Source: an optimization exercise on an open RTL-to-GDS flow (aim: small area). Production flows keep margins and buffers that such runs may drop. In this exercise RTL edits were held to simulation tests only and were not proved equivalent to the original.

==> v27: inputs <==
==> flow/design.v (excerpt) <==
module velocity_step_boost_compensator_unit #(
  parameter int FRAC_BITS = 12
) (
  input  logic               clk_i,
  input  logic               rst_ni,
  input  logic               psel,
  input  logic               penable,
  input  logic               pwrite,
  input  logic [3:0]         paddr,
  input  logic [31:0]        pwdata,
  output logic [31:0]        prdata,
  output logic               pready,
  input  logic               in_valid_i,
  output logic               in_stall_o,
  input  logic signed [15:0] vel_x_i,
  input  logic signed [15:0] vel_y_i,
  output logic               out_valid_o,
  input  logic               out_stall_i,
  output logic signed [15:0] shaped_x_o,
  output logic signed [15:0] shaped_y_o,
  output logic               boosting_x_o,
  output logic               boosting_y_o
);
==> module vsbc_cfg, before the edit <==
module vsbc_cfg (
  input  logic               clk_i,
  input  logic               rst_ni,
  input  logic               psel,
  input  logic               penable,
  input  logic               pwrite,
  input  logic [3:0]         paddr,
  input  logic [31:0]        pwdata,
  output logic [31:0]        prdata,
  output logic               pready,
  output logic [12:0]        limit_o,
  output logic signed [15:0] off_x_o,
  output logic signed [15:0] off_y_o,
  output logic [14:0]        mag27_o,
  output logic [14:0]        lvl_x_o,   
  output logic [14:0]        lvl_y_o
);
  localparam logic [14:0] LVL_RST = {1'b0, 14'd2458};
  logic        [12:0] limit_q;
  logic signed [15:0] offx_q, offy_q;
  logic        [14:0] mag27_q;
  logic        [14:0] lvlx_q, lvly_q, pend_q;
  logic        [13:0] zsu_q;     
  logic        [1:0]  acc_q;     
  logic        [1:0]  wrote_q;   
  logic               wr_en, setup_wr;
  logic        [12:0] lim_a, lim_b;
  logic        [15:0] off_a;
  logic        [14:0] lvl;
  logic        [13:0] prod;
  assign pready   = 1'b1;
  assign wr_en    = psel & penable & pwrite;
  assign setup_wr = psel & !penable & pwrite;
  always_ff @(posedge clk_i or negedge rst_ni) begin
    if (!rst_ni) begin
      limit_q <= vsbc_pkg::SPEED_LIMIT_RST;
      offx_q  <= '0;
      offy_q  <= '0;
    end else if (wr_en) begin
      case (paddr[3:2])
        vsbc_pkg::REG_SPEED_LIMIT: limit_q <= pwdata[12:0];
        vsbc_pkg::REG_OFFSET_X:    offx_q  <= pwdata[15:0];
        vsbc_pkg::REG_OFFSET_Y:    offy_q  <= pwdata[15:0];
        default: ;
      endcase
    end
  end
  always_comb begin
    case (paddr[3:2])
      vsbc_pkg::REG_SPEED_LIMIT: prdata = {19'd0, limit_q};
      vsbc_pkg::REG_OFFSET_X:    prdata = {{16{offx_q[15]}}, offx_q};
      vsbc_pkg::REG_OFFSET_Y:    prdata = {{16{offy_q[15]}}, offy_q};
      default:                   prdata = '0;
    endcase
  end
  always_ff @(posedge clk_i or negedge rst_ni) begin
    if (!rst_ni) begin
      acc_q   <= 2'd0;
      wrote_q <= 2'd0;
    end else begin
      acc_q   <= setup_wr ? paddr[3:2] + 2'd1 : 2'd0;
      wrote_q <= wr_en ? paddr[3:2] + 2'd1 : 2'd0;
    end
  end
  always_ff @(posedge clk_i) begin
    mag27_q <= vsbc_pkg::mag27(limit_q);
  end
  always_comb begin
    if (psel && pwrite && paddr[3:2] == vsbc_pkg::REG_SPEED_LIMIT) begin
      lim_a = pwdata[12:0];
    end else begin
      lim_a = limit_q;
    end
    if (acc_q == 2'd1) begin
      off_a = offx_q;
    end else if (acc_q[1]) begin
      off_a = pwdata[15:0];
    end else begin
      off_a = offy_q;
    end
  end
  assign lim_b = (acc_q == 2'd1) ? pwdata[12:0] : limit_q;
  vsbc_mul u_mul (
    .a_i (lim_b),
    .b_i (zsu_q[11:0]),
    .p_o (prod)
  );
  assign lvl = {zsu_q[12], zsu_q[13] ? {lim_b, 1'b0} : prod};
  always_ff @(posedge clk_i) begin
    zsu_q  <= vsbc_pkg::level_a(lim_a, off_a);
    pend_q <= lvl;
  end
  always_ff @(posedge clk_i or negedge rst_ni) begin
    if (!rst_ni) begin
      lvlx_q <= LVL_RST;
      lvly_q <= LVL_RST;
    end else begin
      if (wrote_q == 2'd1 || wrote_q == 2'd2) begin
        lvlx_q <= lvl;
      end
      if (wrote_q == 2'd1) begin
        lvly_q <= pend_q;
      end else if (wrote_q == 2'd3) begin
        lvly_q <= lvl;
      end
    end
  end
  assign limit_o = limit_q;
  assign off_x_o = offx_q;
  assign off_y_o = offy_q;
  assign mag27_o = mag27_q;
  assign lvl_x_o = lvlx_q;
  assign lvl_y_o = lvly_q;
endmodule
Settings: LEC_CHECK=0, ABC_AREA=1, CAP_MARGIN=20, CORE_MARGIN=2, CORE_UTILIZATION=40, SLEW_MARGIN=20; clock period 14.0 ns.
standard.sh (not shown) runs the stock make flow with config.mk's settings and CLKGATE_MAP_FILE= SYNTH_SCRIPT=/design/flow/synth_recipe.tcl, a recipe that flattens the netlist after the stock synthesis.
==> flow/flow/run.sh <==
#!/bin/bash
# The standard layout (standard.sh), with these changes:
#  - synthesis runs yosys synth with -noabc (no early abc -fast pass) and uses
#    an area-oriented abc script (flow/abc_area.script) in place of ORFS's
#    abc_area.script;
#  - full-adder cells are extracted only in the multiplier module vsbc_mul,
#    which is kept as its own module until the final flatten
#    (SYNTH_KEEP_MODULES); elsewhere abc maps the adders with the other logic.
#    For this, ORFS's synth.tcl is copied with its extract_fa call given a
#    selection; the rest of synthesis is ORFS's own scripts, copied unchanged;
#  - the port buffers are the smallest buffer cell;
#  - clock tree synthesis uses larger sink clusters, only clkbuf_8 clock buffers,
#    and leaves out dummy loads.
set -o pipefail
here=$(pwd)
mkdir -p "$here/scripts"
cp -r "$FLOW_HOME/scripts/." "$here/scripts/"
cp "$here/flow/abc_area.script" "$here/scripts/abc_area.script"
sed -i 's/^  extract_fa {\*}\[dont_use_extract_fa_args\]$/  extract_fa {*}[dont_use_extract_fa_args] -fa vsbc_mul/' "$here/scripts/synth.tcl"
grep -q 'extract_fa {\*}\[dont_use_extract_fa_args\] -fa vsbc_mul' "$here/scripts/synth.tcl" || { echo "synth.tcl patch failed"; exit 1; }

SYNTH_KEEP_MODULES=vsbc_mul SYNTH_ARGS="-noabc" SCRIPTS_DIR="$here/scripts" bash standard.sh synth 2>&1 | tee synth.log || exit 1

export BUFFER_PORTS_ARGS="-buffer_cell sky130_fd_sc_hd__buf_1"
export CTS_ARGS="-sink_clustering_enable -repair_clock_nets -dont_use_dummy_load -sink_clustering_size 14 -sink_clustering_max_diameter 50 -buf_list {sky130_fd_sc_hd__clkbuf_8}"
bash standard.sh 2>&1 | tee standard.log
==> flow/flow/abc_area.script <==
strash
&get -n
&deepsyn -T 150
&put
dch -f
amap
strash
dc2
dch -f
amap
strash
dc2
dch -f
amap
topo
==> v39 (differences from v27) <==
--- a/flow/design.v
+++ b/flow/design.v
@@ -134,10 +134,11 @@
   logic        [12:0] limit_q;
   logic signed [15:0] offx_q, offy_q;
   logic        [14:0] mag27_q;
   logic        [14:0] lvlx_q, lvly_q, pend_q;
   logic        [13:0] zsu_q;     
+  logic        [12:0] wlim_q;    
   logic        [1:0]  acc_q;     
   logic        [1:0]  wrote_q;   
   logic               wr_en, setup_wr;
   logic        [12:0] lim_a, lim_b;
   logic        [15:0] off_a;
@@ -192,18 +193,19 @@
       off_a = pwdata[15:0];
     end else begin
       off_a = offy_q;
     end
   end
-  assign lim_b = (acc_q == 2'd1) ? pwdata[12:0] : limit_q;
+  assign lim_b = (acc_q == 2'd1) ? wlim_q : limit_q;
   vsbc_mul u_mul (
     .a_i (lim_b),
     .b_i (zsu_q[11:0]),
     .p_o (prod)
   );
   assign lvl = {zsu_q[12], zsu_q[13] ? {lim_b, 1'b0} : prod};
   always_ff @(posedge clk_i) begin
+    wlim_q <= pwdata[12:0];
     zsu_q  <= vsbc_pkg::level_a(lim_a, off_a);
     pend_q <= lvl;
   end
   always_ff @(posedge clk_i or negedge rst_ni) begin
     if (!rst_ni) begin
CORE_UTILIZATION = 80   (was 40)
PLACE_DENSITY = 0.88   (was unset)
==> v20 (differences from v27) <==
--- a/flow/design.v
+++ b/flow/design.v
@@ -101,20 +101,17 @@
     for (int i = 0; i < 25; i++) begin
       mul[i] = s[i] ^ c[i] ^ cy;
       cy     = (s[i] & c[i]) | (cy & (s[i] ^ c[i]));
     end
   endfunction
+  function automatic logic [14:0] level_b(input logic [12:0] lim, input logic [13:0] zsu);
+    logic [24:0] p;
+    p = mul(lim, zsu[11:0]);
+    level_b[14]   = zsu[12];
+    level_b[13:0] = zsu[13] ? {lim, 1'b0} : p[24:11];
+  endfunction
 endpackage
-module vsbc_mul (
-  input  logic [12:0] a_i,
-  input  logic [11:0] b_i,
-  output logic [13:0] p_o
-);
-  logic [24:0] p;
-  assign p   = vsbc_pkg::mul(a_i, b_i);
-  assign p_o = p[24:11];
-endmodule
 module vsbc_cfg (
   input  logic               clk_i,
   input  logic               rst_ni,
   input  logic               psel,
   input  logic               penable,
@@ -133,18 +130,18 @@
   localparam logic [14:0] LVL_RST = {1'b0, 14'd2458};
   logic        [12:0] limit_q;
   logic signed [15:0] offx_q, offy_q;
   logic        [14:0] mag27_q;
   logic        [14:0] lvlx_q, lvly_q, pend_q;
+  logic        [15:0] wdat_q;    
   logic        [13:0] zsu_q;     
   logic        [1:0]  acc_q;     
   logic        [1:0]  wrote_q;   
   logic               wr_en, setup_wr;
   logic        [12:0] lim_a, lim_b;
   logic        [15:0] off_a;
   logic        [14:0] lvl;
-  logic        [13:0] prod;
   assign pready   = 1'b1;
   assign wr_en    = psel & penable & pwrite;
   assign setup_wr = psel & !penable & pwrite;
   always_ff @(posedge clk_i or negedge rst_ni) begin
     if (!rst_ni) begin
@@ -179,31 +176,29 @@
   end
   always_ff @(posedge clk_i) begin
     mag27_q <= vsbc_pkg::mag27(limit_q);
   end
   always_comb begin
-    if (psel && pwrite && paddr[3:2] == vsbc_pkg::REG_SPEED_LIMIT) begin
+    if (setup_wr && paddr[3:2] == vsbc_pkg::REG_SPEED_LIMIT) begin
       lim_a = pwdata[12:0];
+    end else if (acc_q == 2'd1) begin
+      lim_a = wdat_q[12:0];
     end else begin
       lim_a = limit_q;
     end
     if (acc_q == 2'd1) begin
       off_a = offx_q;
     end else if (acc_q[1]) begin
-      off_a = pwdata[15:0];
+      off_a = wdat_q;
     end else begin
       off_a = offy_q;
     end
   end
-  assign lim_b = (acc_q == 2'd1) ? pwdata[12:0] : limit_q;
-  vsbc_mul u_mul (
-    .a_i (lim_b),
-    .b_i (zsu_q[11:0]),
-    .p_o (prod)
-  );
-  assign lvl = {zsu_q[12], zsu_q[13] ? {lim_b, 1'b0} : prod};
+  assign lim_b = (acc_q == 2'd1) ? wdat_q[12:0] : limit_q;
+  assign lvl   = vsbc_pkg::level_b(lim_b, zsu_q);
   always_ff @(posedge clk_i) begin
+    wdat_q <= pwdata[15:0];
     zsu_q  <= vsbc_pkg::level_a(lim_a, off_a);
     pend_q <= lvl;
   end
   always_ff @(posedge clk_i or negedge rst_ni) begin
     if (!rst_ni) begin
@@ -236,46 +231,41 @@
   input  logic        [12:0] limit_i,
   input  logic        [15:0] nlim2_i,   
   input  logic        [19:0] lim6m_i,   
   input  logic signed [15:0] off_i,
   input  logic        [14:0] mag27_i,
+  input  logic        [15:0] nmag27_i,  
   input  logic        [14:0] lvl_i,     
   output logic signed [15:0] out_o,
   output logic               boost_o
 );
   logic signed [15:0] prev_q;
   logic               on_q;
   logic        [4:0]  left_q;
-  logic        [19:0] diff, f4, lim4, nmag;
-  logic        [13:0] e;
-  logic               n;
+  logic        [19:0] diff, d5, lim4;
   logic        [16:0] sum;
-  logic               big, hit, short_jump, up, same_sign, at_2lim, start, cont, pos;
-  logic        [14:0] mag;
-  logic        [15:0] lim2, new_level, sat_sum, next_prev;
+  logic               hit, short_jump, up, same_sign, at_2lim, start, cont;
+  logic        [15:0] lim2, nlvl, new_level, sat_sum, next_prev;
   always_comb begin
     diff = vsbc_pkg::add20({{4{cmd_i[15]}}, cmd_i}, ~{{4{prev_q[15]}}, prev_q}, 1'b1);
-    n    = diff[16];
-    big  = (diff[16:14] != 3'b000) && (diff[16:14] != 3'b111);
-    e    = diff[13:0] ^ {14{n}};
-    f4   = vsbc_pkg::add20({4'd0, e, n, n}, {6'd0, e}, n);
+    d5   = vsbc_pkg::add20({diff[17:0], 2'b00}, diff, 1'b0);
     lim4 = {5'd0, limit_i, 2'b00};
-    up   = !n && (diff[16:0] != 17'd0);
-    hit        = big || !vsbc_pkg::neg20(f4, ~lim4, n);
-    short_jump = !big && vsbc_pkg::neg20(f4, ~lim6m_i, n);
+    up   = !diff[16] && (diff[16:0] != 17'd0);
+    hit        = !vsbc_pkg::neg20(d5, ~lim4, 1'b0) || vsbc_pkg::neg20(d5, lim4, 1'b0);
+    short_jump = vsbc_pkg::neg20(d5, ~lim6m_i, 1'b0) && !vsbc_pkg::neg20(d5, lim6m_i, 1'b0);
     lim2    = {2'b0, limit_i, 1'b0};
     at_2lim = prev_q == (prev_q[15] ? nlim2_i : lim2);
     start   = !on_q && !at_2lim && hit;
     cont    = on_q && (left_q != 5'd0);
     same_sign = ((cmd_i > 0) && (off_i > 0)) || ((cmd_i < 0) && (off_i < 0));
-    mag  = same_sign ? mag27_i : {1'b0, lvl_i[13:0]};
-    pos  = same_sign ? up : (up ^ lvl_i[14]);
-    nmag = vsbc_pkg::add20(~{5'd0, mag}, 20'd0, 1'b1);
+    nlvl      = vsbc_pkg::add20(~{6'd0, lvl_i[13:0]}, 20'd0, 1'b1);
     if (short_jump) begin
       new_level = up ? lim2 : nlim2_i;
+    end else if (same_sign) begin
+      new_level = up ? {1'b0, mag27_i} : nmag27_i;
     end else begin
-      new_level = pos ? {1'b0, mag} : nmag[15:0];
+      new_level = (up ^ lvl_i[14]) ? {2'b0, lvl_i[13:0]} : nlvl;
     end
     sum     = vsbc_pkg::add20({{4{cmd_i[15]}}, cmd_i},
                               comp_i ? {{4{off_i[15]}}, off_i} : 20'd0, 1'b0);
     sat_sum = (sum[16] != sum[15]) ? (sum[16] ? 16'h8000 : 16'h7fff) : sum[15:0];
     next_prev = start ? new_level : sat_sum;
@@ -324,12 +314,12 @@
 );
   logic        [12:0] limit;
   logic signed [15:0] off_x, off_y;
   logic        [14:0] mag27;
   logic        [14:0] lvl_x, lvl_y;
-  logic        [15:0] nlim2;
-  logic        [19:0] lim6m;
+  logic        [15:0] nlim2, nmag27;
+  logic        [19:0] lim6, lim6m;
   logic               in_vld_q, out_vld_q;
   logic signed [15:0] vel_x_q, vel_y_q;
   logic        [2:0]  phase_q;
   logic               adv, take_in, comp;
   vsbc_cfg u_cfg (
@@ -348,11 +338,13 @@
     .mag27_o (mag27),
     .lvl_x_o (lvl_x),
     .lvl_y_o (lvl_y)
   );
   assign nlim2  = vsbc_pkg::add20(~{6'd0, limit, 1'b0}, 20'd0, 1'b1);
-  assign lim6m  = vsbc_pkg::add20({4'd0, limit, 3'b0}, ~{6'd0, limit, 1'b0}, 1'b0);
+  assign lim6   = vsbc_pkg::add20({5'd0, limit, 2'b0}, {6'd0, limit, 1'b0}, 1'b0);
+  assign lim6m  = vsbc_pkg::add20(lim6, 20'hfffff, 1'b0);
+  assign nmag27 = vsbc_pkg::add20(~{5'd0, mag27}, 20'd0, 1'b1);
   assign adv        = in_vld_q && (!out_vld_q || !out_stall_i);
   assign in_stall_o = in_vld_q && !adv;
   assign take_in    = in_valid_i && !in_stall_o;
   assign comp = phase_q[2] && (phase_q[1] || phase_q[0]);
   always_ff @(posedge clk_i or negedge rst_ni) begin
@@ -389,10 +381,11 @@
     .limit_i (limit),
     .nlim2_i (nlim2),
     .lim6m_i (lim6m),
     .off_i   (off_x),
     .mag27_i (mag27),
+    .nmag27_i(nmag27),
     .lvl_i   (lvl_x),
     .out_o   (shaped_x_o),
     .boost_o (boosting_x_o)
   );
   vsbc_axis u_axis_y (
@@ -404,10 +397,11 @@
     .limit_i (limit),
     .nlim2_i (nlim2),
     .lim6m_i (lim6m),
     .off_i   (off_y),
     .mag27_i (mag27),
+    .nmag27_i(nmag27),
     .lvl_i   (lvl_y),
     .out_o   (shaped_y_o),
     .boost_o (boosting_y_o)
   );
   assign out_valid_o = out_vld_q;
==> flow/run.sh (new file) <==
#!/bin/bash
# synth_recipe.tcl (not shown) runs the flow's synth.tcl, then flattens the netlist and writes it again
# the make line also repeats each setting of config.mk as NAME=value (left out here)
make -C /OpenROAD-flow-scripts/flow DESIGN_CONFIG=/design/flow/config.mk WORK_HOME=/design/flow/orfs CLKGATE_MAP_FILE= SYNTH_SCRIPT=/design/flow/synth_recipe.tcl finish
removed: flow/flow/run.sh
removed: flow/flow/abc_area.script
removed: flow/standard.sh
==> results.toml <==
[final_layout]
final_cell_mix = "nand2_1, inv_1, fa_1"
multi_input_gates = 2134
bufAreaShareNonClock = 0.05589
clock_area_frac = 0.03474

[routing]
wl_um = 76910

[synth]
synthAdderAreaFrac = 0.3013

[status]
status = "no timing/DRC/antenna violations"

[setup_path]
slowest_stage = "o21ai_1"

[power_and_ir_drop]
Source of the figures above: v20

==> results.toml <==
[final_layout]
clock_area_frac = 0.01968
final_cell_mix = "nor2_1, clkinv_1, o21ai_0"
bufAreaShareNonClock = 0.05445

[clocking]
cts.sinks = 204

[synth]
synthAdderAreaFrac = 0.1302

[setup_path]
slowest_stage = "fa_1"

[routing]
wl_um = 75980

[status]
status = "no timing/DRC/antenna violations"
Source of the figures above: v27

==> results.toml <==
[synth]
synthAdderAreaFrac = 0.1293

[setup_path]
slowest_stage = "a21oi_1"

[sta]
fin_worst_skew_ps = 80.17

[final_layout]
multi_input_gates = 2071
clock_area_frac = 0.01778
bufAreaShareNonClock = 0.02891
final_cell_mix = "nor2_1, o21ai_0, clkinv_1"

[status]
status = "no timing/DRC/antenna violations"
Source of the figures above: v39

==> separate check: timing with driven ports <==
No port has a modelled driver above. Below, the same layouts with a new extraction and two added sets of constraints. Step 1 assumes that a clkbuf_16 drives the clock port and a buf_2 every other input. Step 2 also shifts input and output timing later by t, the mid clock arrival at the registers, as if the neighbouring blocks saw the same clock. Three values: ideal ports, drivers, drivers and shift; two values: the first two.
run | t, ns | setup WS [ns] | pins driven straight from the clock port
v27 | 0.672 | 0.567 / 0.602 / -0.070 | 1
v39 | 0.639 | 0.560 / 0.560 / 0.560 | 1
v20 | 0.641 | 1.266 / 1.266 / 1.266 | 1
Met with ideal ports but missed after step 2: setup timing in v27. For v27, which loses most, drivers alone change the setup slack by +0.035 ns; drivers and shift together by -0.637 ns.
